Background: an optimization exercise with open tools, aiming at small area, a short achievable clock period and few clock cycles per item. Do not read the settings as production practice. In this exercise RTL edits were held to simulation tests only and were not proved equivalent to the original. Power is estimated from default activity; no workload was simulated.

`flow/design.v`:
```
package vector_floating_point_divide_unit_iterative_pkg;
  localparam logic [2:0] ZERO   = 3'd0;
  localparam logic [2:0] NORMAL = 3'd1;
  localparam logic [2:0] INF    = 3'd2;
  localparam logic [2:0] QNAN   = 3'd3;
  localparam logic [2:0] SNAN   = 3'd4;
  localparam int FF_NV = 4;
  localparam int FF_DZ = 3;
  localparam int FF_OF = 2;
  localparam int FF_UF = 1;
  localparam int FF_NX = 0;
  localparam logic [1:0] IDLE   = 2'd0;
  localparam logic [1:0] DIVIDE = 2'd1;
  localparam logic [1:0] ROUND  = 2'd2;
  localparam logic [1:0] DONE   = 2'd3;
  localparam logic [31:0] FP32_CANONICAL_NAN  = 32'h7FC00000;
  localparam int          FP32_BIAS           = 127;
  localparam int          FP32_DIV_ITERATIONS = 26;
  function automatic logic [2:0] fp32_classify(input logic [31:0] x);
    logic [2:0] c;
    if (x[30:23] == 8'h00)      c = ZERO;
    else if (x[30:23] == 8'hFF) c = (x[22:0] == 23'd0) ? INF :
                                    (x[22] ? QNAN : SNAN);
    else                        c = NORMAL;
    fp32_classify = c;
  endfunction
endpackage
module fp32_divide_lane (
  input  logic        clock,
  input  logic        load,
  input  logic        step,
  input  logic        fin1,
  input  logic        round,
  input  logic [30:0] op_a,
  input  logic [30:0] op_b,
  input  logic        sign_in,
  output logic [31:0] result,
  output logic [4:0]  flags
);
  localparam int NV = vector_floating_point_divide_unit_iterative_pkg::FF_NV;
  localparam int DZ = vector_floating_point_divide_unit_iterative_pkg::FF_DZ;
  localparam int OF = vector_floating_point_divide_unit_iterative_pkg::FF_OF;
  localparam int UF = vector_floating_point_divide_unit_iterative_pkg::FF_UF;
  localparam int NX = vector_floating_point_divide_unit_iterative_pkg::FF_NX;
  logic [26:0] s_q, c_q;   
  logic [22:0] d_q;        
  logic [25:0] q_q;        
  logic [22:0] rf_q;       
  logic        neg_q, nz_q;  
  logic [9:0]  e_q;        
  logic        h_q;        
  logic        s_sign_q;
  logic        sp_nan_q, sp_inf_q, sp_zero_q, sp_nv_q, sp_dz_q;
  logic        rs_q;
  logic [7:0]  re_q;
  logic a_zero, a_inf, a_nan, a_snan, b_zero, b_inf, b_nan, b_snan;
  logic a_ff, b_ff, a_fz, b_fz;
  assign a_ff   = &op_a[30:23];
  assign b_ff   = &op_b[30:23];
  assign a_fz   = ~|op_a[22:0];
  assign b_fz   = ~|op_b[22:0];
  assign a_zero = ~|op_a[30:23];
  assign b_zero = ~|op_b[30:23];
  assign a_inf  = a_ff & a_fz;
  assign b_inf  = b_ff & b_fz;
  assign a_nan  = a_ff & ~a_fz;
  assign b_nan  = b_ff & ~b_fz;
  assign a_snan = a_nan & ~op_a[22];
  assign b_snan = b_nan & ~op_b[22];
  logic p_nan, p_inf, p_zero, p_nv, p_dz, p_invalid;
  assign p_invalid = (a_zero & b_zero) | (a_inf & b_inf);
  assign p_nan  = a_nan | b_nan | p_invalid;
  assign p_nv   = a_snan | b_snan | p_invalid;
  assign p_inf  = ~p_nan & (a_inf | b_zero);
  assign p_dz   = ~p_nan & ~a_inf & b_zero;
  assign p_zero = ~p_nan & ~a_inf & ~b_zero & (a_zero | b_inf);
  logic [9:0] e_in;
  assign e_in = {2'b00, op_a[30:23]} - {2'b00, op_b[30:23]} + 10'd126;
  logic h_in;
  assign h_in = (op_a[22:20] <= op_b[22:20]);
  function automatic logic [3:0] sel_digit(input logic [2:0] dh, input logic [6:0] e);
    logic [3:0] r;
    case ({dh, e})
      10'd3: r = 4'b0100;
      10'd4: r = 4'b0100;
      10'd5: r = 4'b0100;
      10'd6: r = 4'b0100;
      10'd7: r = 4'b0100;
      10'd8: r = 4'b0100;
      10'd9: r = 4'b0100;
      10'd10: r = 4'b0100;
      10'd11: r = 4'b0100;
      10'd12: r = 4'b1000;
      10'd13: r = 4'b1000;
      10'd14: r = 4'b1000;
      10'd15: r = 4'b1000;
      10'd16: r = 4'b1000;
      10'd17: r = 4'b1000;
      10'd18: r = 4'b1000;
      10'd19: r = 4'b1000;
      10'd20: r = 4'b1000;
      10'd21: r = 4'b1000;
      10'd22: r = 4'b1000;
      10'd23: r = 4'b1000;
      10'd24: r = 4'b1000;
      10'd25: r = 4'b1000;
      10'd26: r = 4'b1000;
      10'd27: r = 4'b1000;
      10'd28: r = 4'b1000;
      10'd29: r = 4'b1000;
      10'd30: r = 4'b1000;
      10'd31: r = 4'b1000;
      10'd32: r = 4'b1000;
      10'd33: r = 4'b1000;
      10'd34: r = 4'b1000;
      10'd35: r = 4'b1000;
      10'd36: r = 4'b1000;
      10'd37: r = 4'b1000;
      10'd38: r = 4'b1000;
      10'd39: r = 4'b1000;
      10'd40: r = 4'b1000;
      10'd41: r = 4'b1000;
      10'd42: r = 4'b1000;
      10'd43: r = 4'b1000;
      10'd44: r = 4'b1000;
      10'd45: r = 4'b1000;
      10'd46: r = 4'b1000;
      10'd47: r = 4'b1000;
      10'd48: r = 4'b1000;
      10'd49: r = 4'b1000;
      10'd50: r = 4'b1000;
      10'd51: r = 4'b1000;
      10'd52: r = 4'b1000;
      10'd53: r = 4'b1000;
      10'd54: r = 4'b1000;
      10'd55: r = 4'b1000;
      10'd56: r = 4'b1000;
      10'd57: r = 4'b1000;
      10'd58: r = 4'b1000;
      10'd59: r = 4'b1000;
      10'd60: r = 4'b1000;
      10'd61: r = 4'b1000;
      10'd62: r = 4'b1000;
      10'd63: r = 4'b1000;
      10'd64: r = 4'b0001;
      10'd65: r = 4'b0001;
      10'd66: r = 4'b0001;
      10'd67: r = 4'b0001;
      10'd68: r = 4'b0001;
      10'd69: r = 4'b0001;
      10'd70: r = 4'b0001;
      10'd71: r = 4'b0001;
      10'd72: r = 4'b0001;
      10'd73: r = 4'b0001;
      10'd74: r = 4'b0001;
      10'd75: r = 4'b0001;
      10'd76: r = 4'b0001;
      10'd77: r = 4'b0001;
      10'd78: r = 4'b0001;
      10'd79: r = 4'b0001;
      10'd80: r = 4'b0001;
      10'd81: r = 4'b0001;
      10'd82: r = 4'b0001;
      10'd83: r = 4'b0001;
      10'd84: r = 4'b0001;
      10'd85: r = 4'b0001;
      10'd86: r = 4'b0001;
      10'd87: r = 4'b0001;
      10'd88: r = 4'b0001;
      10'd89: r = 4'b0001;
      10'd90: r = 4'b0001;
      10'd91: r = 4'b0001;
      10'd92: r = 4'b0001;
      10'd93: r = 4'b0001;
      10'd94: r = 4'b0001;
      10'd95: r = 4'b0001;
      10'd96: r = 4'b0001;
      10'd97: r = 4'b0001;
      10'd98: r = 4'b0001;
      10'd99: r = 4'b0001;
      10'd100: r = 4'b0001;
      10'd101: r = 4'b0001;
      10'd102: r = 4'b0001;
      10'd103: r = 4'b0001;
      10'd104: r = 4'b0001;
      10'd105: r = 4'b0001;
      10'd106: r = 4'b0001;
      10'd107: r = 4'b0001;
      10'd108: r = 4'b0001;
      10'd109: r = 4'b0001;
      10'd110: r = 4'b0001;
      10'd111: r = 4'b0001;
      10'd112: r = 4'b0001;
      10'd113: r = 4'b0001;
      10'd114: r = 4'b0001;
      10'd115: r = 4'b0010;
      10'd116: r = 4'b0010;
      10'd117: r = 4'b0010;
      10'd118: r = 4'b0010;
      10'd119: r = 4'b0010;
      10'd120: r = 4'b0010;
      10'd121: r = 4'b0010;
      10'd122: r = 4'b0010;
      10'd132: r = 4'b0100;
      10'd133: r = 4'b0100;
      10'd134: r = 4'b0100;
      10'd135: r = 4'b0100;
      10'd136: r = 4'b0100;
      10'd137: r = 4'b0100;
      10'd138: r = 4'b0100;
      10'd139: r = 4'b0100;
      10'd140: r = 4'b0100;
      10'd141: r = 4'b0100;
      10'd142: r = 4'b1000;
      10'd143: r = 4'b1000;
      10'd144: r = 4'b1000;
      10'd145: r = 4'b1000;
      10'd146: r = 4'b1000;
      10'd147: r = 4'b1000;
      10'd148: r = 4'b1000;
      10'd149: r = 4'b1000;
      10'd150: r = 4'b1000;
      10'd151: r = 4'b1000;
      10'd152: r = 4'b1000;
      10'd153: r = 4'b1000;
      10'd154: r = 4'b1000;
      10'd155: r = 4'b1000;
      10'd156: r = 4'b1000;
      10'd157: r = 4'b1000;
      10'd158: r = 4'b1000;
      10'd159: r = 4'b1000;
      10'd160: r = 4'b1000;
      10'd161: r = 4'b1000;
      10'd162: r = 4'b1000;
      10'd163: r = 4'b1000;
      10'd164: r = 4'b1000;
      10'd165: r = 4'b1000;
      10'd166: r = 4'b1000;
      10'd167: r = 4'b1000;
      10'd168: r = 4'b1000;
      10'd169: r = 4'b1000;
      10'd170: r = 4'b1000;
      10'd171: r = 4'b1000;
      10'd172: r = 4'b1000;
      10'd173: r = 4'b1000;
      10'd174: r = 4'b1000;
      10'd175: r = 4'b1000;
      10'd176: r = 4'b1000;
      10'd177: r = 4'b1000;
      10'd178: r = 4'b1000;
      10'd179: r = 4'b1000;
      10'd180: r = 4'b1000;
      10'd181: r = 4'b1000;
      10'd182: r = 4'b1000;
      10'd183: r = 4'b1000;
      10'd184: r = 4'b1000;
      10'd185: r = 4'b1000;
      10'd186: r = 4'b1000;
      10'd187: r = 4'b1000;
      10'd188: r = 4'b1000;
      10'd189: r = 4'b1000;
      10'd190: r = 4'b1000;
      10'd191: r = 4'b1000;
      10'd192: r = 4'b0001;
      10'd193: r = 4'b0001;
      10'd194: r = 4'b0001;
      10'd195: r = 4'b0001;
      10'd196: r = 4'b0001;
      10'd197: r = 4'b0001;
      10'd198: r = 4'b0001;
      10'd199: r = 4'b0001;
      10'd200: r = 4'b0001;
      10'd201: r = 4'b0001;
      10'd202: r = 4'b0001;
      10'd203: r = 4'b0001;
      10'd204: r = 4'b0001;
      10'd205: r = 4'b0001;
      10'd206: r = 4'b0001;
      10'd207: r = 4'b0001;
      10'd208: r = 4'b0001;
      10'd209: r = 4'b0001;
      10'd210: r = 4'b0001;
      10'd211: r = 4'b0001;
      10'd212: r = 4'b0001;
      10'd213: r = 4'b0001;
      10'd214: r = 4'b0001;
      10'd215: r = 4'b0001;
      10'd216: r = 4'b0001;
      10'd217: r = 4'b0001;
      10'd218: r = 4'b0001;
      10'd219: r = 4'b0001;
      10'd220: r = 4'b0001;
      10'd221: r = 4'b0001;
      10'd222: r = 4'b0001;
      10'd223: r = 4'b0001;
      10'd224: r = 4'b0001;
      10'd225: r = 4'b0001;
      10'd226: r = 4'b0001;
      10'd227: r = 4'b0001;
      10'd228: r = 4'b0001;
      10'd229: r = 4'b0001;
      10'd230: r = 4'b0001;
      10'd231: r = 4'b0001;
      10'd232: r = 4'b0001;
      10'd233: r = 4'b0001;
      10'd234: r = 4'b0001;
      10'd235: r = 4'b0001;
      10'd236: r = 4'b0001;
      10'd237: r = 4'b0001;
      10'd238: r = 4'b0001;
      10'd239: r = 4'b0001;
      10'd240: r = 4'b0001;
      10'd241: r = 4'b0010;
      10'd242: r = 4'b0010;
      10'd243: r = 4'b0010;
      10'd244: r = 4'b0010;
      10'd245: r = 4'b0010;
      10'd246: r = 4'b0010;
      10'd247: r = 4'b0010;
      10'd248: r = 4'b0010;
      10'd249: r = 4'b0010;
      10'd260: r = 4'b0100;
      10'd261: r = 4'b0100;
      10'd262: r = 4'b0100;
      10'd263: r = 4'b0100;
      10'd264: r = 4'b0100;
      10'd265: r = 4'b0100;
      10'd266: r = 4'b0100;
      10'd267: r = 4'b0100;
      10'd268: r = 4'b0100;
      10'd269: r = 4'b0100;
      10'd270: r = 4'b0100;
      10'd271: r = 4'b1000;
      10'd272: r = 4'b1000;
      10'd273: r = 4'b1000;
      10'd274: r = 4'b1000;
      10'd275: r = 4'b1000;
      10'd276: r = 4'b1000;
      10'd277: r = 4'b1000;
      10'd278: r = 4'b1000;
      10'd279: r = 4'b1000;
      10'd280: r = 4'b1000;
      10'd281: r = 4'b1000;
      10'd282: r = 4'b1000;
      10'd283: r = 4'b1000;
      10'd284: r = 4'b1000;
      10'd285: r = 4'b1000;
      10'd286: r = 4'b1000;
      10'd287: r = 4'b1000;
      10'd288: r = 4'b1000;
      10'd289: r = 4'b1000;
      10'd290: r = 4'b1000;
      10'd291: r = 4'b1000;
      10'd292: r = 4'b1000;
      10'd293: r = 4'b1000;
      10'd294: r = 4'b1000;
      10'd295: r = 4'b1000;
      10'd296: r = 4'b1000;
      10'd297: r = 4'b1000;
      10'd298: r = 4'b1000;
      10'd299: r = 4'b1000;
      10'd300: r = 4'b1000;
      10'd301: r = 4'b1000;
      10'd302: r = 4'b1000;
      10'd303: r = 4'b1000;
      10'd304: r = 4'b1000;
      10'd305: r = 4'b1000;
      10'd306: r = 4'b1000;
      10'd307: r = 4'b1000;
      10'd308: r = 4'b1000;
      10'd309: r = 4'b1000;
      10'd310: r = 4'b1000;
      10'd311: r = 4'b1000;
      10'd312: r = 4'b1000;
      10'd313: r = 4'b1000;
      10'd314: r = 4'b1000;
      10'd315: r = 4'b1000;
      10'd316: r = 4'b1000;
      10'd317: r = 4'b1000;
      10'd318: r = 4'b1000;
      10'd319: r = 4'b1000;
      10'd320: r = 4'b0001;
      10'd321: r = 4'b0001;
      10'd322: r = 4'b0001;
      10'd323: r = 4'b0001;
      10'd324: r = 4'b0001;
      10'd325: r = 4'b0001;
      10'd326: r = 4'b0001;
      10'd327: r = 4'b0001;
      10'd328: r = 4'b0001;
      10'd329: r = 4'b0001;
      10'd330: r = 4'b0001;
      10'd331: r = 4'b0001;
      10'd332: r = 4'b0001;
      10'd333: r = 4'b0001;
      10'd334: r = 4'b0001;
      10'd335: r = 4'b0001;
      10'd336: r = 4'b0001;
      10'd337: r = 4'b0001;
      10'd338: r = 4'b0001;
      10'd339: r = 4'b0001;
      10'd340: r = 4'b0001;
      10'd341: r = 4'b0001;
      10'd342: r = 4'b0001;
      10'd343: r = 4'b0001;
      10'd344: r = 4'b0001;
      10'd345: r = 4'b0001;
      10'd346: r = 4'b0001;
      10'd347: r = 4'b0001;
      10'd348: r = 4'b0001;
      10'd349: r = 4'b0001;
      10'd350: r = 4'b0001;
      10'd351: r = 4'b0001;
      10'd352: r = 4'b0001;
      10'd353: r = 4'b0001;
      10'd354: r = 4'b0001;
      10'd355: r = 4'b0001;
      10'd356: r = 4'b0001;
      10'd357: r = 4'b0001;
      10'd358: r = 4'b0001;
      10'd359: r = 4'b0001;
      10'd360: r = 4'b0001;
      10'd361: r = 4'b0001;
      10'd362: r = 4'b0001;
      10'd363: r = 4'b0001;
      10'd364: r = 4'b0001;
      10'd365: r = 4'b0001;
      10'd366: r = 4'b0001;
      10'd367: r = 4'b0001;
      10'd368: r = 4'b0010;
      10'd369: r = 4'b0010;
      10'd370: r = 4'b0010;
      10'd371: r = 4'b0010;
      10'd372: r = 4'b0010;
      10'd373: r = 4'b0010;
      10'd374: r = 4'b0010;
      10'd375: r = 4'b0010;
      10'd376: r = 4'b0010;
      10'd377: r = 4'b0010;
      10'd388: r = 4'b0100;
      10'd389: r = 4'b0100;
      10'd390: r = 4'b0100;
      10'd391: r = 4'b0100;
      10'd392: r = 4'b0100;
      10'd393: r = 4'b0100;
      10'd394: r = 4'b0100;
      10'd395: r = 4'b0100;
      10'd396: r = 4'b0100;
      10'd397: r = 4'b0100;
      10'd398: r = 4'b0100;
      10'd399: r = 4'b0100;
      10'd400: r = 4'b1000;
      10'd401: r = 4'b1000;
      10'd402: r = 4'b1000;
      10'd403: r = 4'b1000;
      10'd404: r = 4'b1000;
      10'd405: r = 4'b1000;
      10'd406: r = 4'b1000;
      10'd407: r = 4'b1000;
      10'd408: r = 4'b1000;
      10'd409: r = 4'b1000;
      10'd410: r = 4'b1000;
      10'd411: r = 4'b1000;
      10'd412: r = 4'b1000;
      10'd413: r = 4'b1000;
      10'd414: r = 4'b1000;
      10'd415: r = 4'b1000;
      10'd416: r = 4'b1000;
      10'd417: r = 4'b1000;
      10'd418: r = 4'b1000;
      10'd419: r = 4'b1000;
      10'd420: r = 4'b1000;
      10'd421: r = 4'b1000;
      10'd422: r = 4'b1000;
      10'd423: r = 4'b1000;
      10'd424: r = 4'b1000;
      10'd425: r = 4'b1000;
      10'd426: r = 4'b1000;
      10'd427: r = 4'b1000;
      10'd428: r = 4'b1000;
      10'd429: r = 4'b1000;
      10'd430: r = 4'b1000;
      10'd431: r = 4'b1000;
      10'd432: r = 4'b1000;
      10'd433: r = 4'b1000;
      10'd434: r = 4'b1000;
      10'd435: r = 4'b1000;
      10'd436: r = 4'b1000;
      10'd437: r = 4'b1000;
      10'd438: r = 4'b1000;
      10'd439: r = 4'b1000;
      10'd440: r = 4'b1000;
      10'd441: r = 4'b1000;
      10'd442: r = 4'b1000;
      10'd443: r = 4'b1000;
      10'd444: r = 4'b1000;
      10'd445: r = 4'b1000;
      10'd446: r = 4'b1000;
      10'd447: r = 4'b1000;
      10'd448: r = 4'b0001;
      10'd449: r = 4'b0001;
      10'd450: r = 4'b0001;
      10'd451: r = 4'b0001;
      10'd452: r = 4'b0001;
      10'd453: r = 4'b0001;
      10'd454: r = 4'b0001;
      10'd455: r = 4'b0001;
      10'd456: r = 4'b0001;
      10'd457: r = 4'b0001;
      10'd458: r = 4'b0001;
      10'd459: r = 4'b0001;
      10'd460: r = 4'b0001;
      10'd461: r = 4'b0001;
      10'd462: r = 4'b0001;
      10'd463: r = 4'b0001;
      10'd464: r = 4'b0001;
      10'd465: r = 4'b0001;
      10'd466: r = 4'b0001;
      10'd467: r = 4'b0001;
      10'd468: r = 4'b0001;
      10'd469: r = 4'b0001;
      10'd470: r = 4'b0001;
      10'd471: r = 4'b0001;
      10'd472: r = 4'b0001;
      10'd473: r = 4'b0001;
      10'd474: r = 4'b0001;
      10'd475: r = 4'b0001;
      10'd476: r = 4'b0001;
      10'd477: r = 4'b0001;
      10'd478: r = 4'b0001;
      10'd479: r = 4'b0001;
      10'd480: r = 4'b0001;
      10'd481: r = 4'b0001;
      10'd482: r = 4'b0001;
      10'd483: r = 4'b0001;
      10'd484: r = 4'b0001;
      10'd485: r = 4'b0001;
      10'd486: r = 4'b0001;
      10'd487: r = 4'b0001;
      10'd488: r = 4'b0001;
      10'd489: r = 4'b0001;
      10'd490: r = 4'b0001;
      10'd491: r = 4'b0001;
      10'd492: r = 4'b0001;
      10'd493: r = 4'b0001;
      10'd494: r = 4'b0010;
      10'd495: r = 4'b0010;
      10'd496: r = 4'b0010;
      10'd497: r = 4'b0010;
      10'd498: r = 4'b0010;
      10'd499: r = 4'b0010;
      10'd500: r = 4'b0010;
      10'd501: r = 4'b0010;
      10'd502: r = 4'b0010;
      10'd503: r = 4'b0010;
      10'd504: r = 4'b0010;
      10'd517: r = 4'b0100;
      10'd518: r = 4'b0100;
      10'd519: r = 4'b0100;
      10'd520: r = 4'b0100;
      10'd521: r = 4'b0100;
      10'd522: r = 4'b0100;
      10'd523: r = 4'b0100;
      10'd524: r = 4'b0100;
      10'd525: r = 4'b0100;
      10'd526: r = 4'b0100;
      10'd527: r = 4'b0100;
      10'd528: r = 4'b0100;
      10'd529: r = 4'b0100;
      10'd530: r = 4'b1000;
      10'd531: r = 4'b1000;
      10'd532: r = 4'b1000;
      10'd533: r = 4'b1000;
      10'd534: r = 4'b1000;
      10'd535: r = 4'b1000;
      10'd536: r = 4'b1000;
      10'd537: r = 4'b1000;
      10'd538: r = 4'b1000;
      10'd539: r = 4'b1000;
      10'd540: r = 4'b1000;
      10'd541: r = 4'b1000;
      10'd542: r = 4'b1000;
      10'd543: r = 4'b1000;
      10'd544: r = 4'b1000;
      10'd545: r = 4'b1000;
      10'd546: r = 4'b1000;
      10'd547: r = 4'b1000;
      10'd548: r = 4'b1000;
      10'd549: r = 4'b1000;
      10'd550: r = 4'b1000;
      10'd551: r = 4'b1000;
      10'd552: r = 4'b1000;
      10'd553: r = 4'b1000;
      10'd554: r = 4'b1000;
      10'd555: r = 4'b1000;
      10'd556: r = 4'b1000;
      10'd557: r = 4'b1000;
      10'd558: r = 4'b1000;
      10'd559: r = 4'b1000;
      10'd560: r = 4'b1000;
      10'd561: r = 4'b1000;
      10'd562: r = 4'b1000;
      10'd563: r = 4'b1000;
      10'd564: r = 4'b1000;
      10'd565: r = 4'b1000;
      10'd566: r = 4'b1000;
      10'd567: r = 4'b1000;
      10'd568: r = 4'b1000;
      10'd569: r = 4'b1000;
      10'd570: r = 4'b1000;
      10'd571: r = 4'b1000;
      10'd572: r = 4'b1000;
      10'd573: r = 4'b1000;
      10'd574: r = 4'b1000;
      10'd575: r = 4'b1000;
      10'd576: r = 4'b0001;
      10'd577: r = 4'b0001;
      10'd578: r = 4'b0001;
      10'd579: r = 4'b0001;
      10'd580: r = 4'b0001;
      10'd581: r = 4'b0001;
      10'd582: r = 4'b0001;
      10'd583: r = 4'b0001;
      10'd584: r = 4'b0001;
      10'd585: r = 4'b0001;
      10'd586: r = 4'b0001;
      10'd587: r = 4'b0001;
      10'd588: r = 4'b0001;
      10'd589: r = 4'b0001;
      10'd590: r = 4'b0001;
      10'd591: r = 4'b0001;
      10'd592: r = 4'b0001;
      10'd593: r = 4'b0001;
      10'd594: r = 4'b0001;
      10'd595: r = 4'b0001;
      10'd596: r = 4'b0001;
      10'd597: r = 4'b0001;
      10'd598: r = 4'b0001;
      10'd599: r = 4'b0001;
      10'd600: r = 4'b0001;
      10'd601: r = 4'b0001;
      10'd602: r = 4'b0001;
      10'd603: r = 4'b0001;
      10'd604: r = 4'b0001;
      10'd605: r = 4'b0001;
      10'd606: r = 4'b0001;
      10'd607: r = 4'b0001;
      10'd608: r = 4'b0001;
      10'd609: r = 4'b0001;
      10'd610: r = 4'b0001;
      10'd611: r = 4'b0001;
      10'd612: r = 4'b0001;
      10'd613: r = 4'b0001;
      10'd614: r = 4'b0001;
      10'd615: r = 4'b0001;
      10'd616: r = 4'b0001;
      10'd617: r = 4'b0001;
      10'd618: r = 4'b0001;
      10'd619: r = 4'b0001;
      10'd620: r = 4'b0010;
      10'd621: r = 4'b0010;
      10'd622: r = 4'b0010;
      10'd623: r = 4'b0010;
      10'd624: r = 4'b0010;
      10'd625: r = 4'b0010;
      10'd626: r = 4'b0010;
      10'd627: r = 4'b0010;
      10'd628: r = 4'b0010;
      10'd629: r = 4'b0010;
      10'd630: r = 4'b0010;
      10'd631: r = 4'b0010;
      10'd645: r = 4'b0100;
      10'd646: r = 4'b0100;
      10'd647: r = 4'b0100;
      10'd648: r = 4'b0100;
      10'd649: r = 4'b0100;
      10'd650: r = 4'b0100;
      10'd651: r = 4'b0100;
      10'd652: r = 4'b0100;
      10'd653: r = 4'b0100;
      10'd654: r = 4'b0100;
      10'd655: r = 4'b0100;
      10'd656: r = 4'b0100;
      10'd657: r = 4'b0100;
      10'd658: r = 4'b0100;
      10'd659: r = 4'b1000;
      10'd660: r = 4'b1000;
      10'd661: r = 4'b1000;
      10'd662: r = 4'b1000;
      10'd663: r = 4'b1000;
      10'd664: r = 4'b1000;
      10'd665: r = 4'b1000;
      10'd666: r = 4'b1000;
      10'd667: r = 4'b1000;
      10'd668: r = 4'b1000;
      10'd669: r = 4'b1000;
      10'd670: r = 4'b1000;
      10'd671: r = 4'b1000;
      10'd672: r = 4'b1000;
      10'd673: r = 4'b1000;
      10'd674: r = 4'b1000;
      10'd675: r = 4'b1000;
      10'd676: r = 4'b1000;
      10'd677: r = 4'b1000;
      10'd678: r = 4'b1000;
      10'd679: r = 4'b1000;
      10'd680: r = 4'b1000;
      10'd681: r = 4'b1000;
      10'd682: r = 4'b1000;
      10'd683: r = 4'b1000;
      10'd684: r = 4'b1000;
      10'd685: r = 4'b1000;
      10'd686: r = 4'b1000;
      10'd687: r = 4'b1000;
      10'd688: r = 4'b1000;
      10'd689: r = 4'b1000;
      10'd690: r = 4'b1000;
      10'd691: r = 4'b1000;
      10'd692: r = 4'b1000;
      10'd693: r = 4'b1000;
      10'd694: r = 4'b1000;
      10'd695: r = 4'b1000;
      10'd696: r = 4'b1000;
      10'd697: r = 4'b1000;
      10'd698: r = 4'b1000;
      10'd699: r = 4'b1000;
      10'd700: r = 4'b1000;
      10'd701: r = 4'b1000;
      10'd702: r = 4'b1000;
      10'd703: r = 4'b1000;
      10'd704: r = 4'b0001;
      10'd705: r = 4'b0001;
      10'd706: r = 4'b0001;
      10'd707: r = 4'b0001;
      10'd708: r = 4'b0001;
      10'd709: r = 4'b0001;
      10'd710: r = 4'b0001;
      10'd711: r = 4'b0001;
      10'd712: r = 4'b0001;
      10'd713: r = 4'b0001;
      10'd714: r = 4'b0001;
      10'd715: r = 4'b0001;
      10'd716: r = 4'b0001;
      10'd717: r = 4'b0001;
      10'd718: r = 4'b0001;
      10'd719: r = 4'b0001;
      10'd720: r = 4'b0001;
      10'd721: r = 4'b0001;
      10'd722: r = 4'b0001;
      10'd723: r = 4'b0001;
      10'd724: r = 4'b0001;
      10'd725: r = 4'b0001;
      10'd726: r = 4'b0001;
      10'd727: r = 4'b0001;
      10'd728: r = 4'b0001;
      10'd729: r = 4'b0001;
      10'd730: r = 4'b0001;
      10'd731: r = 4'b0001;
      10'd732: r = 4'b0001;
      10'd733: r = 4'b0001;
      10'd734: r = 4'b0001;
      10'd735: r = 4'b0001;
      10'd736: r = 4'b0001;
      10'd737: r = 4'b0001;
      10'd738: r = 4'b0001;
      10'd739: r = 4'b0001;
      10'd740: r = 4'b0001;
      10'd741: r = 4'b0001;
      10'd742: r = 4'b0001;
      10'd743: r = 4'b0001;
      10'd744: r = 4'b0001;
      10'd745: r = 4'b0001;
      10'd746: r = 4'b0001;
      10'd747: r = 4'b0010;
      10'd748: r = 4'b0010;
      10'd749: r = 4'b0010;
      10'd750: r = 4'b0010;
      10'd751: r = 4'b0010;
      10'd752: r = 4'b0010;
      10'd753: r = 4'b0010;
      10'd754: r = 4'b0010;
      10'd755: r = 4'b0010;
      10'd756: r = 4'b0010;
      10'd757: r = 4'b0010;
      10'd758: r = 4'b0010;
      10'd759: r = 4'b0010;
      10'd773: r = 4'b0100;
      10'd774: r = 4'b0100;
      10'd775: r = 4'b0100;
      10'd776: r = 4'b0100;
      10'd777: r = 4'b0100;
      10'd778: r = 4'b0100;
      10'd779: r = 4'b0100;
      10'd780: r = 4'b0100;
      10'd781: r = 4'b0100;
      10'd782: r = 4'b0100;
      10'd783: r = 4'b0100;
      10'd784: r = 4'b0100;
      10'd785: r = 4'b0100;
      10'd786: r = 4'b0100;
      10'd787: r = 4'b0100;
      10'd788: r = 4'b1000;
      10'd789: r = 4'b1000;
      10'd790: r = 4'b1000;
      10'd791: r = 4'b1000;
      10'd792: r = 4'b1000;
      10'd793: r = 4'b1000;
      10'd794: r = 4'b1000;
      10'd795: r = 4'b1000;
      10'd796: r = 4'b1000;
      10'd797: r = 4'b1000;
      10'd798: r = 4'b1000;
      10'd799: r = 4'b1000;
      10'd800: r = 4'b1000;
      10'd801: r = 4'b1000;
      10'd802: r = 4'b1000;
      10'd803: r = 4'b1000;
      10'd804: r = 4'b1000;
      10'd805: r = 4'b1000;
      10'd806: r = 4'b1000;
      10'd807: r = 4'b1000;
      10'd808: r = 4'b1000;
      10'd809: r = 4'b1000;
      10'd810: r = 4'b1000;
      10'd811: r = 4'b1000;
      10'd812: r = 4'b1000;
      10'd813: r = 4'b1000;
      10'd814: r = 4'b1000;
      10'd815: r = 4'b1000;
      10'd816: r = 4'b1000;
      10'd817: r = 4'b1000;
      10'd818: r = 4'b1000;
      10'd819: r = 4'b1000;
      10'd820: r = 4'b1000;
      10'd821: r = 4'b1000;
      10'd822: r = 4'b1000;
      10'd823: r = 4'b1000;
      10'd824: r = 4'b1000;
      10'd825: r = 4'b1000;
      10'd826: r = 4'b1000;
      10'd827: r = 4'b1000;
      10'd828: r = 4'b1000;
      10'd829: r = 4'b1000;
      10'd830: r = 4'b1000;
      10'd831: r = 4'b1000;
      10'd832: r = 4'b0001;
      10'd833: r = 4'b0001;
      10'd834: r = 4'b0001;
      10'd835: r = 4'b0001;
      10'd836: r = 4'b0001;
      10'd837: r = 4'b0001;
      10'd838: r = 4'b0001;
      10'd839: r = 4'b0001;
      10'd840: r = 4'b0001;
      10'd841: r = 4'b0001;
      10'd842: r = 4'b0001;
      10'd843: r = 4'b0001;
      10'd844: r = 4'b0001;
      10'd845: r = 4'b0001;
      10'd846: r = 4'b0001;
      10'd847: r = 4'b0001;
      10'd848: r = 4'b0001;
      10'd849: r = 4'b0001;
      10'd850: r = 4'b0001;
      10'd851: r = 4'b0001;
      10'd852: r = 4'b0001;
      10'd853: r = 4'b0001;
      10'd854: r = 4'b0001;
      10'd855: r = 4'b0001;
      10'd856: r = 4'b0001;
      10'd857: r = 4'b0001;
      10'd858: r = 4'b0001;
      10'd859: r = 4'b0001;
      10'd860: r = 4'b0001;
      10'd861: r = 4'b0001;
      10'd862: r = 4'b0001;
      10'd863: r = 4'b0001;
      10'd864: r = 4'b0001;
      10'd865: r = 4'b0001;
      10'd866: r = 4'b0001;
      10'd867: r = 4'b0001;
      10'd868: r = 4'b0001;
      10'd869: r = 4'b0001;
      10'd870: r = 4'b0001;
      10'd871: r = 4'b0001;
      10'd872: r = 4'b0001;
      10'd873: r = 4'b0010;
      10'd874: r = 4'b0010;
      10'd875: r = 4'b0010;
      10'd876: r = 4'b0010;
      10'd877: r = 4'b0010;
      10'd878: r = 4'b0010;
      10'd879: r = 4'b0010;
      10'd880: r = 4'b0010;
      10'd881: r = 4'b0010;
      10'd882: r = 4'b0010;
      10'd883: r = 4'b0010;
      10'd884: r = 4'b0010;
      10'd885: r = 4'b0010;
      10'd886: r = 4'b0010;
      10'd902: r = 4'b0100;
      10'd903: r = 4'b0100;
      10'd904: r = 4'b0100;
      10'd905: r = 4'b0100;
      10'd906: r = 4'b0100;
      10'd907: r = 4'b0100;
      10'd908: r = 4'b0100;
      10'd909: r = 4'b0100;
      10'd910: r = 4'b0100;
      10'd911: r = 4'b0100;
      10'd912: r = 4'b0100;
      10'd913: r = 4'b0100;
      10'd914: r = 4'b0100;
      10'd915: r = 4'b0100;
      10'd916: r = 4'b0100;
      10'd917: r = 4'b0100;
      10'd918: r = 4'b1000;
      10'd919: r = 4'b1000;
      10'd920: r = 4'b1000;
      10'd921: r = 4'b1000;
      10'd922: r = 4'b1000;
      10'd923: r = 4'b1000;
      10'd924: r = 4'b1000;
      10'd925: r = 4'b1000;
      10'd926: r = 4'b1000;
      10'd927: r = 4'b1000;
      10'd928: r = 4'b1000;
      10'd929: r = 4'b1000;
      10'd930: r = 4'b1000;
      10'd931: r = 4'b1000;
      10'd932: r = 4'b1000;
      10'd933: r = 4'b1000;
      10'd934: r = 4'b1000;
      10'd935: r = 4'b1000;
      10'd936: r = 4'b1000;
      10'd937: r = 4'b1000;
      10'd938: r = 4'b1000;
      10'd939: r = 4'b1000;
      10'd940: r = 4'b1000;
      10'd941: r = 4'b1000;
      10'd942: r = 4'b1000;
      10'd943: r = 4'b1000;
      10'd944: r = 4'b1000;
      10'd945: r = 4'b1000;
      10'd946: r = 4'b1000;
      10'd947: r = 4'b1000;
      10'd948: r = 4'b1000;
      10'd949: r = 4'b1000;
      10'd950: r = 4'b1000;
      10'd951: r = 4'b1000;
      10'd952: r = 4'b1000;
      10'd953: r = 4'b1000;
      10'd954: r = 4'b1000;
      10'd955: r = 4'b1000;
      10'd956: r = 4'b1000;
      10'd957: r = 4'b1000;
      10'd958: r = 4'b1000;
      10'd959: r = 4'b1000;
      10'd960: r = 4'b0001;
      10'd961: r = 4'b0001;
      10'd962: r = 4'b0001;
      10'd963: r = 4'b0001;
      10'd964: r = 4'b0001;
      10'd965: r = 4'b0001;
      10'd966: r = 4'b0001;
      10'd967: r = 4'b0001;
      10'd968: r = 4'b0001;
      10'd969: r = 4'b0001;
      10'd970: r = 4'b0001;
      10'd971: r = 4'b0001;
      10'd972: r = 4'b0001;
      10'd973: r = 4'b0001;
      10'd974: r = 4'b0001;
      10'd975: r = 4'b0001;
      10'd976: r = 4'b0001;
      10'd977: r = 4'b0001;
      10'd978: r = 4'b0001;
      10'd979: r = 4'b0001;
      10'd980: r = 4'b0001;
      10'd981: r = 4'b0001;
      10'd982: r = 4'b0001;
      10'd983: r = 4'b0001;
      10'd984: r = 4'b0001;
      10'd985: r = 4'b0001;
      10'd986: r = 4'b0001;
      10'd987: r = 4'b0001;
      10'd988: r = 4'b0001;
      10'd989: r = 4'b0001;
      10'd990: r = 4'b0001;
      10'd991: r = 4'b0001;
      10'd992: r = 4'b0001;
      10'd993: r = 4'b0001;
      10'd994: r = 4'b0001;
      10'd995: r = 4'b0001;
      10'd996: r = 4'b0001;
      10'd997: r = 4'b0001;
      10'd998: r = 4'b0001;
      10'd999: r = 4'b0010;
      10'd1000: r = 4'b0010;
      10'd1001: r = 4'b0010;
      10'd1002: r = 4'b0010;
      10'd1003: r = 4'b0010;
      10'd1004: r = 4'b0010;
      10'd1005: r = 4'b0010;
      10'd1006: r = 4'b0010;
      10'd1007: r = 4'b0010;
      10'd1008: r = 4'b0010;
      10'd1009: r = 4'b0010;
      10'd1010: r = 4'b0010;
      10'd1011: r = 4'b0010;
      10'd1012: r = 4'b0010;
      10'd1013: r = 4'b0010;
      default: r = 4'b0000;
    endcase
    sel_digit = r;
  endfunction
  logic [3:0] dg_q;        
  logic qpos, qneg, qone, qtwo;
  assign qpos = dg_q[3] | dg_q[2];
  assign qneg = dg_q[1] | dg_q[0];
  assign qone = dg_q[2] | dg_q[1];
  assign qtwo = dg_q[3] | dg_q[0];
  logic [26:0] mag, addend;
  assign mag    = ({27{qone}} & {3'b000, 1'b1, d_q}) | ({27{qtwo}} & {2'b00, 1'b1, d_q, 1'b0});
  assign addend = qpos ? ~mag : mag;
  logic [26:0] sum, cy;
  assign sum = s_q ^ c_q ^ addend;
  assign cy  = (s_q & c_q) | (s_q & addend) | (c_q & addend);
  logic [26:0] mag_t, addend_t;
  logic [24:17] sum_t, cy_t;
  assign mag_t    = mag;
  assign addend_t = addend;
  assign sum_t    = s_q[24:17] ^ c_q[24:17] ^ addend_t[24:17];
  assign cy_t     = (s_q[24:17] & c_q[24:17]) | (s_q[24:17] & addend_t[24:17]) | (c_q[24:17] & addend_t[24:17]);
  logic [6:0] est_n, est_ld;
  logic [3:0] dg_n, dg_ld;
  assign est_n  = sum_t[24:18] + cy_t[23:17];
  assign dg_n   = sel_digit(d_q[22:20], est_n);
  assign est_ld = h_in ? {2'b00, 1'b1, op_a[22:19]} : {3'b000, 1'b1, op_a[22:20]};
  assign dg_ld  = sel_digit(op_b[22:20], est_ld);
  logic [25:0] q_dec;
  logic [1:0]  dig;
  assign q_dec = q_q - 26'd1;
  assign dig   = {qtwo | (qone & qneg), qone};
  logic        neg, nz, neg_c, nz_c;
  logic [26:0] wsum;
  assign wsum  = s_q + c_q;
  assign neg_c = wsum[26];
  assign nz_c  = ((s_q ^ c_q) != {(s_q[25:0] | c_q[25:0]), 1'b0});
  assign neg   = fin1 ? neg_c : neg_q;
  assign nz    = fin1 ? nz_c  : nz_q;
  logic        lead1, norm, r, xb, lsb, up, inexact;
  logic [22:0] frac, fr, fr_inc;
  logic        c_inc, c;
  logic [9:0]  e0, e_inc, e_fin;
  logic        ovf, unf, ovf0, unf0, ovf1, unf1;
  logic [31:0] rnd_res;
  logic [4:0]  rnd_flags;
  always_comb begin
    lead1   = q_q[25];
    norm    = ~h_q | lead1;
    frac    = lead1 ? q_q[24:2] : q_q[23:1];
    r       = lead1 ? q_q[1]    : q_q[0];
    xb      = lead1 & q_q[0];
    lsb     = frac[0];
    up      = r & (xb | (~neg & (lsb | nz)));
    inexact = r | xb | nz;
    {c_inc, fr_inc} = {1'b0, frac} + 24'd1;
    fr      = up ? fr_inc : frac;
    c       = up & c_inc;
    e0      = e_q + {9'd0, norm};
    e_inc   = e0 + 10'd1;
    ovf0    = ($signed(e0) >= 10'sd255);
    unf0    = ($signed(e0) <= 10'sd0);
    ovf1    = ($signed(e_inc) >= 10'sd255);
    unf1    = ($signed(e_inc) <= 10'sd0);
    e_fin   = c ? e_inc : e0;
    ovf     = c ? ovf1 : ovf0;
    unf     = c ? unf1 : unf0;
    rnd_flags = '0;
    if (sp_nan_q) begin
      rnd_res       = 32'h7FC00000;
      rnd_flags[NV] = sp_nv_q;
    end else if (sp_inf_q) begin
      rnd_res       = {s_sign_q, 8'hFF, 23'd0};
      rnd_flags[DZ] = sp_dz_q;
    end else if (sp_zero_q) begin
      rnd_res       = {s_sign_q, 31'd0};
    end else if (ovf) begin
      rnd_res       = {s_sign_q, 8'hFF, 23'd0};
      rnd_flags[OF] = 1'b1;
      rnd_flags[NX] = 1'b1;
    end else if (unf) begin
      rnd_res       = {s_sign_q, 31'd0};
      rnd_flags[UF] = 1'b1;
      rnd_flags[NX] = 1'b1;
    end else begin
      rnd_res       = {s_sign_q, e_fin[7:0], fr};
      rnd_flags[NX] = inexact;
    end
  end
  assign flags = rnd_flags;
  always_ff @(posedge clock) begin
    if (load) begin
      s_q   <= h_in ? {2'b00, 1'b1, op_a[22:0], 1'b0} : {3'b000, 1'b1, op_a[22:0]};
      c_q   <= '0;
      dg_q  <= dg_ld;
    end else begin
      s_q   <= {sum[24:0], 2'b00};
      c_q   <= {cy[23:0], qpos, 2'b00};
      dg_q  <= dg_n;
    end
  end
  always_ff @(posedge clock) begin
    if (load) begin
      d_q       <= op_b[22:0];
      e_q       <= e_in;
      h_q       <= h_in;
      s_sign_q  <= sign_in;
      sp_nan_q  <= p_nan;
      sp_inf_q  <= p_inf;
      sp_zero_q <= p_zero;
      sp_nv_q   <= p_nv;
      sp_dz_q   <= p_dz;
    end
    if (step) q_q <= qneg ? {q_dec[23:0], dig} : {q_q[23:0], dig};
    if (fin1) begin
      neg_q <= neg_c;
      nz_q  <= nz_c;
    end
    if (round) begin
      rf_q <= rnd_res[22:0];
      re_q <= rnd_res[30:23];
      rs_q <= rnd_res[31];
    end
  end
  assign result = {rs_q, re_q, rf_q};
endmodule
module vector_floating_point_divide_unit_iterative #(
  parameter int VLEN = 128,
  parameter int SEW  = 32
) (
  input  logic            clock,
  input  logic            reset,
  input  logic            flush,
  input  logic            in_valid,
  output logic            in_ready,
  input  logic            reverse,
  input  logic [VLEN-1:0] vs2,
  input  logic [VLEN-1:0] vs1,
  output logic            out_valid,
  input  logic            out_ready,
  output logic [VLEN-1:0] vd,
  output logic [4:0]      fflags
);
  localparam int NUM_LANES = VLEN / SEW;
  localparam int STEPS     = 13;
  if (SEW != 32) begin : g_sew_chk
    $error("vector divider supports SEW=32 only");
  end
  if (VLEN % 32 != 0) begin : g_vlen_chk
    $error("VLEN must be a multiple of 32");
  end
  logic       idle_q;
  logic       it_q;
  logic       fin_q;
  logic       fin1_q;     
  logic [3:0] cnt_q;
  logic       ov_q;
  logic       ready, accept, last, round_now, it_d, fin_d;
  assign ready     = idle_q | (fin_q & ~ov_q);
  assign in_ready  = ready;
  assign out_valid = ov_q;
  assign accept    = ready & in_valid & ~flush;
  assign last      = (cnt_q == 4'(STEPS - 1));
  assign round_now = fin_q & (~ov_q | out_ready);
  assign it_d      = accept | (it_q & ~last);
  assign fin_d     = (it_q & last) | (fin_q & ~round_now);
  always_ff @(posedge clock or posedge reset) begin
    if (reset) begin
      idle_q <= 1'b0;
      it_q   <= 1'b0;
      fin_q  <= 1'b0;
      fin1_q <= 1'b0;
      cnt_q  <= '0;
      ov_q   <= 1'b0;
    end else if (flush) begin
      idle_q <= 1'b1;
      it_q   <= 1'b0;
      fin_q  <= 1'b0;
      fin1_q <= 1'b0;
      cnt_q  <= '0;
      ov_q   <= 1'b0;
    end else begin
      it_q   <= it_d;
      fin_q  <= fin_d;
      fin1_q <= it_q & last;
      idle_q <= ~it_d & ~fin_d;
      if (it_q) cnt_q <= last ? 4'd0 : cnt_q + 4'd1;
      if (round_now)      ov_q <= 1'b1;
      else if (out_ready) ov_q <= 1'b0;
    end
  end
  logic [NUM_LANES-1:0][31:0] lane_res;
  logic [NUM_LANES-1:0][4:0]  lane_flags;
  logic [4:0]                 flags_or;
  for (genvar i = 0; i < NUM_LANES; i++) begin : g_lane
    logic [30:0] op_a, op_b;
    assign op_a = reverse ? vs1[32*i +: 31] : vs2[32*i +: 31];
    assign op_b = reverse ? vs2[32*i +: 31] : vs1[32*i +: 31];
    assign vd[32*i +: 32] = lane_res[i];
    fp32_divide_lane u_lane (
      .clock    (clock),
      .load     (ready),
      .step     (it_q),
      .fin1     (fin1_q),
      .round    (round_now),
      .op_a     (op_a),
      .op_b     (op_b),
      .sign_in  (vs1[32*i+31] ^ vs2[32*i+31]),
      .result   (lane_res[i]),
      .flags    (lane_flags[i])
    );
  end
  always_comb begin
    flags_or = '0;
    for (int i = 0; i < NUM_LANES; i++) flags_or = flags_or | lane_flags[i];
  end
  always_ff @(posedge clock) begin
    if (round_now) fflags <= flags_or;
  end
endmodule
```
`flow/flow/run.sh`:
```
#!/bin/bash
set -o pipefail
cp standard.sh standard_sh.txt
export BUFFER_PORTS_ARGS="-buffer_cell sky130_fd_sc_hd__buf_1"
bash standard.sh > standard.log 2>&1
```
`flow/standard.sh`:
```
#!/bin/bash
# synth_recipe.tcl (not shown) runs the flow's synth.tcl, then flattens the netlist and writes it again
# the make line also repeats each setting of config.mk as NAME=value (left out here)
make -C /OpenROAD-flow-scripts/flow DESIGN_CONFIG=/design/flow/config.mk WORK_HOME=/design/flow/orfs CLKGATE_MAP_FILE= SYNTH_SCRIPT=/design/flow/synth_recipe.tcl "${@:-finish}"
```
`flow/config.mk`:
```
export PLATFORM = sky130hd
export DESIGN_NAME = vector_floating_point_divide_unit_iterative
export DESIGN_NICKNAME = vector_floating_point_divide_unit_iterative
export VERILOG_FILES = /design/flow/design.v
export SDC_FILE = /design/flow/constraint.sdc
export NUM_CORES = 4
export LEC_CHECK = 0
export CAP_MARGIN = 20
export CORE_MARGIN = 2
export CORE_UTILIZATION = 50
export SETUP_SLACK_MARGIN = 2.0
export SLEW_MARGIN = 20
export TNS_END_PERCENT = 0
```
`flow/constraint.sdc`:
```
create_clock -name core_clock -period 5.5 [get_ports {clock}]
set_input_delay 1.1000 -clock core_clock [delete_from_list [all_inputs] [get_ports {clock}]]
set_output_delay 1.1000 -clock core_clock [all_outputs]
set_load 0.01 [all_outputs]
```
==> flow_summary.json, run 1 <==
{
  "finalCritPeriodShare": 0.674,
  "vias_per_cell": 5.65,
  "arrival_ns": 4.29,
  "cts_sinks": 638,
  "power_mw": 34.5,
  "async_flop_share": 0.0141,
  "synthesis.nets": 5604,
  "syn_inst": 4941,
  "drt-met1-wl_um": 63500,
  "via_count": 37576,
  "crit_path_max_fanout": 9,
  "worstSetupStartpointType": "flip-flop",
  "syn-cell-area_sq_um": 46400,
  "cts_tree": "done",
  "ys_seq_area_frac": 0.362,
  "clock_path_buffers": 3,
  "cp-endpoint": "g_lane[2].u_lane.dg_q[2]",
  "drc": 0,
  "grt_remaining_overflow": 0,
  "netlist.area_leader.share": 0.257,
  "die_w_um": 309,
  "criticalPathCategory": "reg2reg",
  "synth_edf_count": 397,
  "fmax_ghz": 0.270,
  "crit_start": "g_lane[2].u_lane.dg_q[3]",
  "synth.avg_cell_area_sq_um": 9.38,
  "min_path_type": "in2async",
  "holdWs_ns": 0.391,
  "utilization": 0.591,
  "die-area_sq_um": 95200,
  "finalHoldViolCount": 0,
  "ios": 397,
  "drive_gt1_frac": 0.130,
  "clk_pin_slew_ns": 0.06,
  "path_buf_inv": 2,
  "numCtsBuffers": 79,
  "gp_congestion": 0.930,
  "synth-seq-cells": 638,
  "crit_path_end_kind": "flip-flop",
  "clk_latency_ns": 0.65,
  "grt_max_degree": 189,
  "setup_viol": 0,
  "rsz0062_at_grt": "yes",
  "fill_cells": 8154,
  "hpwlAfterDp_um": 97900,
  "dp_cells": 6379,
  "drv_cap": 0,
  "r2r_cells": 16,
  "r2r_slack_ns": 1.79,
  "totalWireLength_um": 134000,
  "route.met3.wl_um": 9490,
  "cp.depth": 16,
  "synth_top_flop_cell": "edfxtp_1",
  "worst_r2r_endpoint": "g_lane[2].u_lane.dg_q[2]",
  "routedWlPerCell_um": 20.1,
  "critPathSlowestCell": "fa_1",
  "met2WireLength_um": 57900,
  "htree_levels": 3,
  "crit_family": "compound AO/OA/AOI/OAI gates",
  "cts-root-buf": "clkbuf_16",
  "fin_crit_ns": 3.71,
  "routed.top_layer": "met5",
  "r2r-start": "g_lane[2].u_lane.dg_q[3]",
  "fin_skew_ns": 0.0267,
  "leakagePower_nw": 21.1,
  "rows": 111,
  "slew_headroom": 0.342,
  "synth_top_cells_by_area": "edfxtp_1 26%, dfxtp_1 10%, ha_1 8.2%",
  "crit_chain": "or2_4 -> buf_12 -> a22oi_2 -> xor2_2 -> fa_1 -> ha_1 -> a21o_1 -> a21oi_4 -> buf_6 -> xnor2_4 -> o2111ai_2 -> nand2_1 -> a311oi_2 -> o31ai_1 -> o211ai_1 -> and3_1",
  "grt_pass1_vias": 35977,
  "finalSetupTns_ns": 0,
  "fin_nets": 5992,
  "die_h_um": 309,
  "worstMarginPinSlew_ns": 0.978,
  "finalMaxSlewViolations": 0,
  "drt_iter0_drc": 2919,
  "track_usage": 0.276,
  "outcome": "no timing/DRC/antenna violations",
  "yosysWarnings": 2,
  "ant_nets": 0,
  "crit_required_ns": 6.08,
  "vdd_drop_max_v": 0.000612,
  "final_cells": 6647,
  "antenna_found_initial": 17,
  "yosysUniqueCellTypes": 101,
  "firstDrtPassIters": 7,
  "start_util": 0.505,
  "io_buffers": 396,
  "synth_top_cell_by_area": "edfxtp_1",
  "max_stage_delay_ns": 0.49,
  "core-area_sq_um": 91800,
  "syn_to_final_growth_pct": 17.0,
  "grt_pass1_wl_um": 206000,
  "powerDensity_nw_per_um2": 635
}
==> cell families after synthesis <==
group / synth area share
xor+xnor: 0.107
flops: 0.362
compound gates: 0.114
fa+ha+maj: 0.124
mux: 0.0804
simple gates: 0.159
buf+inv: 0.0529
==> cell type report <==
type | count | area (sq um) | share of cell area
timing repair buffer | 555 | 2970 | 0.0548
inverter | 378 | 1430 | 0.0263
clock buffer | 113 | 2380 | 0.0439
tap | 1243 | 1560 | 0.0287
antenna | 9 | 22.5 | 0.000415
clock inverter | 34 | 425 | 0.00784
multi-input combinational | 3677 | 28700 | 0.528
sequential | 638 | 16800 | 0.310
==> sequential cells by signal, indices dropped and copies added (netlist names), 4 cells and up <==
signal	flops
g_lane.u_lane.sp_nan_q	4
g_lane.u_lane.sp_inf_q	4
g_lane.u_lane.e_q	40
g_lane.u_lane.c_q	100
g_lane.u_lane.s_sign_q	4
g_lane.u_lane.dg_q	16
g_lane.u_lane.h_q	4
g_lane.u_lane.sp_dz_q	4
g_lane.u_lane.sp_zero_q	4
g_lane.u_lane.re_q	32
g_lane.u_lane.d_q	92
g_lane.u_lane.neg_q	4
g_lane.u_lane.nz_q	4
cnt_q	4
g_lane.u_lane.s_q	108
g_lane.u_lane.rs_q	4
g_lane.u_lane.q_q	104
g_lane.u_lane.sp_nv_q	4
g_lane.u_lane.rf_q	92
fflags	5
==> layer usage <==
metal  vias to the layer above  global-route usage
met5                         -                   0
met4                        14              0.0733
met3                       171              0.0496
met2                      1151               0.415
met1                     18030               0.407
li1                      18210                   -
==> layout by cell type, fill, tap and decap left out, types with 213 or more instances in the layout <==
master / Yosys / layout
a21oi_1: 301 / 284
buf_1: 32 / 395
dfxtp_1: 232 / 213
edfxtp_1: 397 / 397
ha_1: 305 / 281
inv_1: 374 / 367
mux2i_1: 244 / 231
nand2_1: 366 / 360
nor2_1: 414 / 403
xnor2_1: 358 / 344
==> metrics by stage <==
stage / instance area (sq um) / worst slack, ns
after floorplan: 46400 / 0.713
after detailed placement: 48900 / 0.827
after CTS: 53700 / 1.88
final: 54300 / 1.79
after global placement: 48900 / 0.949
after global routing: 54300 / 1.65
==> how the worst min path moves through the flow <==
stage	end	slack (ns)	cells past startpoint
final	cnt_q[2]	0.39	2
after floorplan	g_lane[3].u_lane.nz_q	0.45	2
after detailed placement	g_lane[0].u_lane.nz_q	0.49	2
after global routing	cnt_q[2]	0.39	2
after global placement	g_lane[3].u_lane.neg_q	0.48	2
after CTS	cnt_q[3]	0.36	2
==> cells in the mapped netlist, types with 31 or more instances <==
master,number
nor2_1,414
edfxtp_1,397
inv_1,374
nand2_1,366
xnor2_1,358
ha_1,305
a21oi_1,301
mux2i_1,244
dfxtp_1,232
xor2_1,211
clkbuf_1,191
nand3_1,139
o21ai_0,133
nor3_1,125
mux2_2,113
nand4_1,102
nor4_1,97
a22oi_1,96
fa_1,96
a211oi_1,42
and2_1,42
nor2b_1,41
buf_1,32
a21o_1,31
nand2b_1,31
==> worst register-to-register path: stages, from the launching register on <==
cell and delay [ns]:
dfxtp_4 0.35, or2_4 0.26, buf_12 0.14, a22oi_2 0.19, xor2_2 0.21, fa_1 0.49
ha_1 0.29, a21o_1 0.22, a21oi_4 0.22, buf_6 0.14, xnor2_4 0.10, o2111ai_2 0.21
nand2_1 0.10, a311oi_2 0.33, o31ai_1 0.12, o211ai_1 0.10, and3_1 0.16
==> repair_timing <==
item                       4_1_cts  5_1_grt
cloned                          13        1
hold buffers                     0        0
setup buffers                   84       14
gates resized for setup        256       89
pin swaps                       85       36
setup endpoints to repair      219      171
==> where the power goes <==
group | leakage, nW | internal [mW] | switching (mW)
sequential | 5.88 | 6.15 | 0.892
clock | 1.38 | 3.44 | 2.15
combinational | 13.8 | 9.75 | 12.1
total | 21.1 | 19.3 | 15.1
Testbench counts, summed over its fixed seeds: cycles 26,904, items 1,920.
==> run 2, diff against run 1 <==
--- a/flow/design.v
+++ b/flow/design.v
@@ -1051,6 +1051,7 @@
   assign nz    = fin1 ? nz_c  : nz_q;
   logic        lead1, norm, r, xb, lsb, up, inexact;
   logic [22:0] frac, fr, fr_inc;
+  logic [23:0] inc_a, inc_b;
   logic        c_inc, c;
   logic [9:0]  e0, e_inc, e_fin;
   logic        ovf, unf, ovf0, unf0, ovf1, unf1;
@@ -1065,7 +1066,9 @@
     lsb     = frac[0];
     up      = r & (xb | (~neg & (lsb | nz)));
     inexact = r | xb | nz;
-    {c_inc, fr_inc} = {1'b0, frac} + 24'd1;
+    inc_a   = {1'b0, q_q[24:2]} + 24'd1;
+    inc_b   = {1'b0, q_q[23:1]} + 24'd1;
+    {c_inc, fr_inc} = lead1 ? inc_a : inc_b;
     fr      = up ? fr_inc : frac;
     c       = up & c_inc;
     e0      = e_q + {9'd0, norm};
==> run 2 against run 1 <==
  * Total power fell by 6.3%
  * Routed wire length fell by 4.1%
  * Clock power fell by 8.9%
  * Critical path depth fell by 2
  * Global-route usage fell by 1.2 points
  * First-iteration DRC count fell by 14%
  * Cell count fell by 0.42%
  * Setup slack got worse by 0.027 ns
  * Utilization fell by 1.0 points
==> flow_summary.json, run 2 <==
{
  "die-area_sq_um": 95600,
  "routedWlPerCell_um": 19.4,
  "finalHoldViolCount": 0,
  "multi_input_area_sq_um": 28400,
  "synthesis.nets": 5614,
  "fin_skew_ns": 0.0287,
  "grt_remaining_overflow": 0,
  "hold_buffers": 0,
  "syn-cell-area_sq_um": 46600,
  "drive_gt1_frac": 0.106,
  "clock_path_buffers": 3,
  "crit_required_ns": 6.07,
  "synth-seq-cells": 638,
  "final_area_sq_um": 53400,
  "ant_nets": 0,
  "numCtsBuffers": 78,
  "netlist.area_leader.share": 0.256,
  "dp_cells": 6411,
  "min_path_type": "in2async",
  "synth_most_common_cell": "nor2_1",
  "die_h_um": 309,
  "synth_common_cells": "455 x nor2_1, 397 x edfxtp_1, 386 x inv_1",
  "gp_congestion": 0.916,
  "syn_inst": 4951,
  "critPathSlowestCell": "fa_1",
  "synth_top_cell_by_area": "edfxtp_1",
  "powerDensity_nw_per_um2": 605,
  "synth_edf_count": 397,
  "async_flop_share": 0.0141,
  "via_count": 37007,
  "crit_path_max_fanout": 14,
  "largestRegisters": "g_lane.u_lane.s_q: 108 flops, g_lane.u_lane.q_q: 104 flops, g_lane.u_lane.c_q: 100 flops",
  "grt_pass1_wl_um": 199000,
  "setup_viol": 0,
  "syn_to_final_growth_pct": 14.7,
  "crit_chain": "nor2_2 -> buf_4 -> buf_6 -> xor2_1 -> fa_1 -> ha_1 -> a21oi_2 -> o21bai_1 -> a21oi_2 -> xnor2_4 -> a31oi_1 -> or3_1 -> a31oi_1 -> o211a_1",
  "core-area_sq_um": 91900,
  "totalWireLength_um": 128000,
  "synth_top_flop_cell": "edfxtp_1",
  "synth.avg_cell_area_sq_um": 9.41,
  "leakagePower_nw": 20.9,
  "hpwlAfterDp_um": 96000,
  "ys_seq_area_frac": 0.361,
  "start_util": 0.506,
  "vias_per_cell": 5.59,
  "worstMarginPinSlew_ns": 0.988,
  "arrival_ns": 4.31,
  "cts_sinks": 638,
  "dpl_cell_area_sq_um": 49200,
  "finalCritPeriodShare": 0.679,
  "final_common_cell": "nor2_1",
  "fin_nets": 5975,
  "finalSetupTns_ns": 0,
  "track_usage": 0.264,
  "fin_crit_ns": 3.73,
  "cts-root-buf": "clkbuf_16",
  "drc": 0,
  "rsz0062_at_grt": "yes",
  "ios": 397,
  "max_flop_register": "g_lane.u_lane.s_q",
  "grt_max_degree": 190,
  "largest_reg_flops": 108,
  "grt_pass1_vias": 35488,
  "utilization": 0.581,
  "clk_latency_ns": 0.65,
  "outcome": "no timing/DRC/antenna violations",
  "io_buffers": 396,
  "die_w_um": 309,
  "fmax_ghz": 0.268,
  "worstSetupStartpointType": "flip-flop",
  "htree_levels": 3,
  "register_area_sq_um": 16800,
  "finalMaxSlewViolations": 0,
  "drt_iter0_drc": 2500,
  "yosysUniqueCellTypes": 100,
  "antenna_found_initial": 2,
  "mostFrequentLayoutCells": "450 x nor2_1, 397 x edfxtp_1, 395 x buf_1",
  "clk_pin_slew_ns": 0.06,
  "criticalPathCategory": "reg2reg",
  "vdd_drop_max_v": 0.000575,
  "final_cells": 6619,
  "fill_cells": 8368,
  "max_stage_delay_ns": 0.47,
  "firstDrtPassIters": 5,
  "power_mw": 32.3,
  "synth_top_cells_by_area": "edfxtp_1 26%, dfxtp_1 10%, ha_1 8.2%",
  "drv_cap": 0,
  "cts_tree": "done",
  "crit_path_end_kind": "flip-flop",
  "yosysWarnings": 2,
  "rows": 111,
  "slew_headroom": 0.341
}
run 2: stage by stage:
stage	setup slack [ns]	hold WS, ns
floorplan	0.898	0.438
global placement	0.815	0.452
detailed placement	0.762	0.461
CTS	1.82	0.367
global route	1.57	0.382
finish	1.77	0.399
run 2: cell type report:
type                    instances  area share
diodes                          1   0.0000469
clock buffers                 115      0.0429
multi-input cells            3686       0.532
well taps                    1243      0.0291
inverters                     387      0.0275
repair buffers                521      0.0487
clock inverters                28     0.00431
flip-flops and latches        638       0.315
run 2: critical path, delay by kind of cell, from the launching register on:
family / cells / cell delay (ns)
compound gates: 6 / 1.03
fa+ha+maj: 2 / 0.86
buf+inv: 2 / 0.53
simple gates: 2 / 0.46
xor+xnor: 2 / 0.40
flops: 1 / 0.37
run 2: path summary, 6_finish.rpt:
kind / startpoint / end / slack (ns) / cells past startpoint
setup reg to reg: g_lane[2].u_lane.dg_q[2] / g_lane[2].u_lane.dg_q[1] / 1.77 / 14
hold reg to reg: g_lane[0].u_lane.neg_q / g_lane[0].u_lane.neg_q / 0.48 / 2
setup / recovery: g_lane[2].u_lane.dg_q[2] / g_lane[2].u_lane.dg_q[1] / 1.77 / 14
min in group core_clock: g_lane[0].u_lane.neg_q / g_lane[0].u_lane.neg_q / 0.48 / 2
hold / removal: reset / ov_q / 0.40 / 2
max in group asynchronous: reset / it_q / 4.80 / 2
run 2: power breakdown:
| part | internal, mW | switching, mW |
|---|---|---|
| sequential | 6.14 | 0.845 |
| combinational | 8.68 | 11.5 |
| clock | 3.03 | 2.08 |
run 2: what timing repair did:
item                                    in CTS  in global routing
pin swaps                                   66                 26
setup buffers                               51                  5
resized for setup                          198                 52
endpoints found under the setup margin     178                208
cloned                                       7                  1
run 2: layer usage:
metal / global-route usage / up-vias / share of wire / wire length [um]
met5: 0 / - / 0.00010 / 13
met4: 0.0698 / 2 / 0.026 / 3290
met3: 0.0413 / 183 / 0.056 / 7160
met2: 0.419 / 958 / 0.45 / 57900
met1: 0.375 / 17646 / 0.47 / 60000
li1: - / 18218 / - / -
run 2: logic make-up (layout without fill, tap and decap cells):
| kind of cell | after synthesis | in the layout | share of synthesized area |
|---|---|---|---|
| and+or+nand+nor | 1505 | 1509 | 0.160 |
| AOI/OAI and AO/OA | 868 | 868 | 0.119 |
| DFF | 638 | 638 | 0.361 |
| buffers and inverters | 631 | 1051 | 0.0532 |
| xor gates and xnor gates | 547 | 547 | 0.103 |
| adders and majority gates | 401 | 401 | 0.123 |
| muxes | 361 | 361 | 0.0809 |
| other | 0 | 1 | 0 |
Testbench counts of run 2, summed over its fixed seeds: cycles 26,904, items 1,920.
==> run 3, diff against run 2 <==
--- a/flow/config.mk
+++ b/flow/config.mk
@@ -7,7 +7,7 @@
 export LEC_CHECK = 0
 export CAP_MARGIN = 20
 export CORE_MARGIN = 2
-export CORE_UTILIZATION = 50
+export CORE_UTILIZATION = 58
 export SETUP_SLACK_MARGIN = 2.0
 export SLEW_MARGIN = 20
 export TNS_END_PERCENT = 0
==> run 3 against run 2 <==
  * Utilization rose by 9.6 points
  * Final area grew 0.41%
  * Cell count decreased by 2.4%
  * Global-route usage increased by 3.8 points
  * First-iteration DRC count up 14%
  * Register-to-register slack lost 0.08 ns
  * Highest routed layer unchanged
  * Still clean
  * Maximum frequency is 2.0% lower
  * Largest cell class unchanged
  * Setup slack got worse by 0.076 ns
  * Worst hold slack better by 0.022 ns
==> flow_summary.json, run 3 <==
{
  "io_buffers": 396,
  "cts_sinks": 638,
  "fmax_ghz": 0.263,
  "fin_nets": 6005,
  "grt_remaining_overflow": 0,
  "core-area_sq_um": 79300,
  "vias_per_cell": 5.87,
  "worstSetupStartpointType": "flip-flop",
  "finalCritPeriodShare": 0.693,
  "synthesis.nets": 5614,
  "yosysWarnings": 2,
  "holdWs_ns": 0.422,
  "die_h_um": 287,
  "cts-root-buf": "clkbuf_16",
  "rsz0062_at_grt": "yes",
  "fin_skew_ns": 0.0228,
  "synth_most_common_cell": "nor2_1",
  "dpl_cell_area_sq_um": 48900,
  "path_buf_inv": 2,
  "drt_iter0_drc": 2841,
  "criticalPathCategory": "reg2reg",
  "timing.critical_path.mode_cell": "ha_4",
  "max_stage_delay_ns": 0.58,
  "grt_max_degree": 135,
  "routedWlPerCell_um": 20.0,
  "utilization": 0.676,
  "firstDrtPassIters": 6,
  "fin_crit_ns": 3.81,
  "min_path_type": "in2async",
  "die_w_um": 287,
  "totalWireLength_um": 129000,
  "crit_path_end_kind": "flip-flop",
  "ant_nets": 0,
  "synth_edf_count": 397,
  "synth_top_cell_by_area": "edfxtp_1",
  "drive_gt1_frac": 0.119,
  "final_cells": 6459,
  "worstMarginPinSlew_ns": 1.25,
  "finalMaxSlewViolations": 0,
  "clk_latency_ns": 0.62,
  "hpwlAfterDp_um": 94600,
  "clk_pin_slew_ns": 0.06,
  "htree_levels": 3,
  "vdd_drop_max_v": 0.000697,
  "mostFrequentLayoutCells": "450 x nor2_1, 397 x edfxtp_1, 395 x buf_1",
  "syn_inst": 4951,
  "async_flop_share": 0.0141,
  "via_count": 37912,
  "largest_reg_flops": 108,
  "final_area_sq_um": 53600,
  "grt_pass1_vias": 35806,
  "synth_top_cells_by_area": "edfxtp_1 26%, dfxtp_1 10%, ha_1 8.2%",
  "outcome": "no timing/DRC/antenna violations",
  "ios": 397,
  "gp_congestion": 0.926,
  "grt_pass1_wl_um": 198000,
  "drc": 0,
  "clock_path_buffers": 3,
  "final_common_cell": "nor2_1",
  "start_util": 0.588,
  "numCtsBuffers": 77,
  "critPathSlowestCell": "or4_4",
  "track_usage": 0.302,
  "synth_top_flop_cell": "edfxtp_1",
  "setup_viol": 0,
  "antenna_found_initial": 10,
  "syn_to_final_growth_pct": 15.1,
  "largestRegisters": "g_lane.u_lane.s_q: 108 flops, g_lane.u_lane.q_q: 104 flops, g_lane.u_lane.c_q: 100 flops",
  "crit_required_ns": 5.86,
  "yosysUniqueCellTypes": 100,
  "netlist.area_leader.share": 0.256,
  "finalSetupTns_ns": 0,
  "finalHoldViolCount": 0,
  "synth-seq-cells": 638,
  "ys_seq_area_frac": 0.361,
  "die-area_sq_um": 82600,
  "slew_headroom": 0.160,
  "max_flop_register": "g_lane.u_lane.s_q",
  "cts_tree": "done",
  "synth_common_cells": "455 x nor2_1, 397 x edfxtp_1, 386 x inv_1",
  "crit_chain": "nand2_4 -> ha_4 -> ha_4 -> ha_4 -> inv_4 -> nor4_4 -> a31oi_4 -> or4_4 -> a211o_1 -> o21ai_1 -> a41o_1 -> nor3_2 -> o21ai_2 -> buf_6 -> nor3_1",
  "dp_cells": 6210,
  "synth.avg_cell_area_sq_um": 9.41,
  "arrival_ns": 4.17,
  "rows": 103,
  "crit_family": "simple AND/OR/NAND/NOR gates",
  "leakagePower_nw": 21.1,
  "syn-cell-area_sq_um": 46600,
  "powerDensity_nw_per_um2": 612,
  "drv_cap": 0,
  "crit_path_max_fanout": 5
}
==> run 3: what timing repair did <==
| item | in CTS | in global routing |
|---|---|---|
| setup endpoints to repair | 245 | 247 |
| gates cloned | 6 | 5 |
| pin swaps | 47 | 74 |
| setup buffers | 38 | 54 |
| gates resized for setup | 178 | 151 |
| hold buffers | 0 | 0 |
==> run 3: final cells by class <==
cell class              instances  area (sq um)
clock inverters                24           191
multi-input cells            3690         28800
diodes                          7          17.5
repair buffers                548          2800
inverters                     387          1470
well taps                    1050          1310
flip-flops and latches        638         16800
clock buffers                 115          2230
fillers                      6572         25600
==> run 3: worst paths after layout <==
kind	from	to	slack, ns	cells after the start
setup / recovery	g_lane[3].u_lane.h_q	g_lane[3].u_lane.rf_q[3]	1.69	15
hold / removal	reset	idle_q	0.42	2
setup reg to reg	g_lane[3].u_lane.h_q	g_lane[3].u_lane.rf_q[3]	1.69	15
hold reg to reg	g_lane[0].u_lane.neg_q	g_lane[0].u_lane.neg_q	0.48	2
max in group asynchronous	reset	it_q	4.77	2
min in group core_clock	g_lane[0].u_lane.neg_q	g_lane[0].u_lane.neg_q	0.48	2
==> run 3: per-layer routing <==
layer	up-vias	wire, um	track usage
li1	18270	-	-
met1	18117	58100	0.429
met3	232	8540	0.0425
met4	10	3880	0.0939
met2	1283	58700	0.478
met5	-	67	0
==> run 3: logic make-up after synthesis <==
group / share of synthesized area
AO/OA/AOI/OAI: 0.119
XOR/XNOR: 0.103
adder cells (fa/ha/maj): 0.123
buffers and inverters: 0.0532
flip-flops: 0.361
multiplexers: 0.0809
AND/OR/NAND/NOR: 0.160
==> run 3: metrics by stage <==
stage | power (mW) | worst slack (ns)
global placement | 23.8 | 0.494
detailed placement | 23.9 | 0.653
global route | 35.3 | 1.54
floorplan | 20.0 | 0.898
finish | 32.8 | 1.69
CTS | 31.0 | 1.79
==> run 3: power by group <==
| part | internal (mW) | total, mW | switching (mW) | leakage [nW] |
|---|---|---|---|---|
| Clock | 2.94 | 5.01 | 2.07 | 1.20 |
| Combinational | 9.01 | 20.8 | 11.8 | 14.0 |
| Sequential | 6.14 | 7.01 | 0.867 | 5.88 |
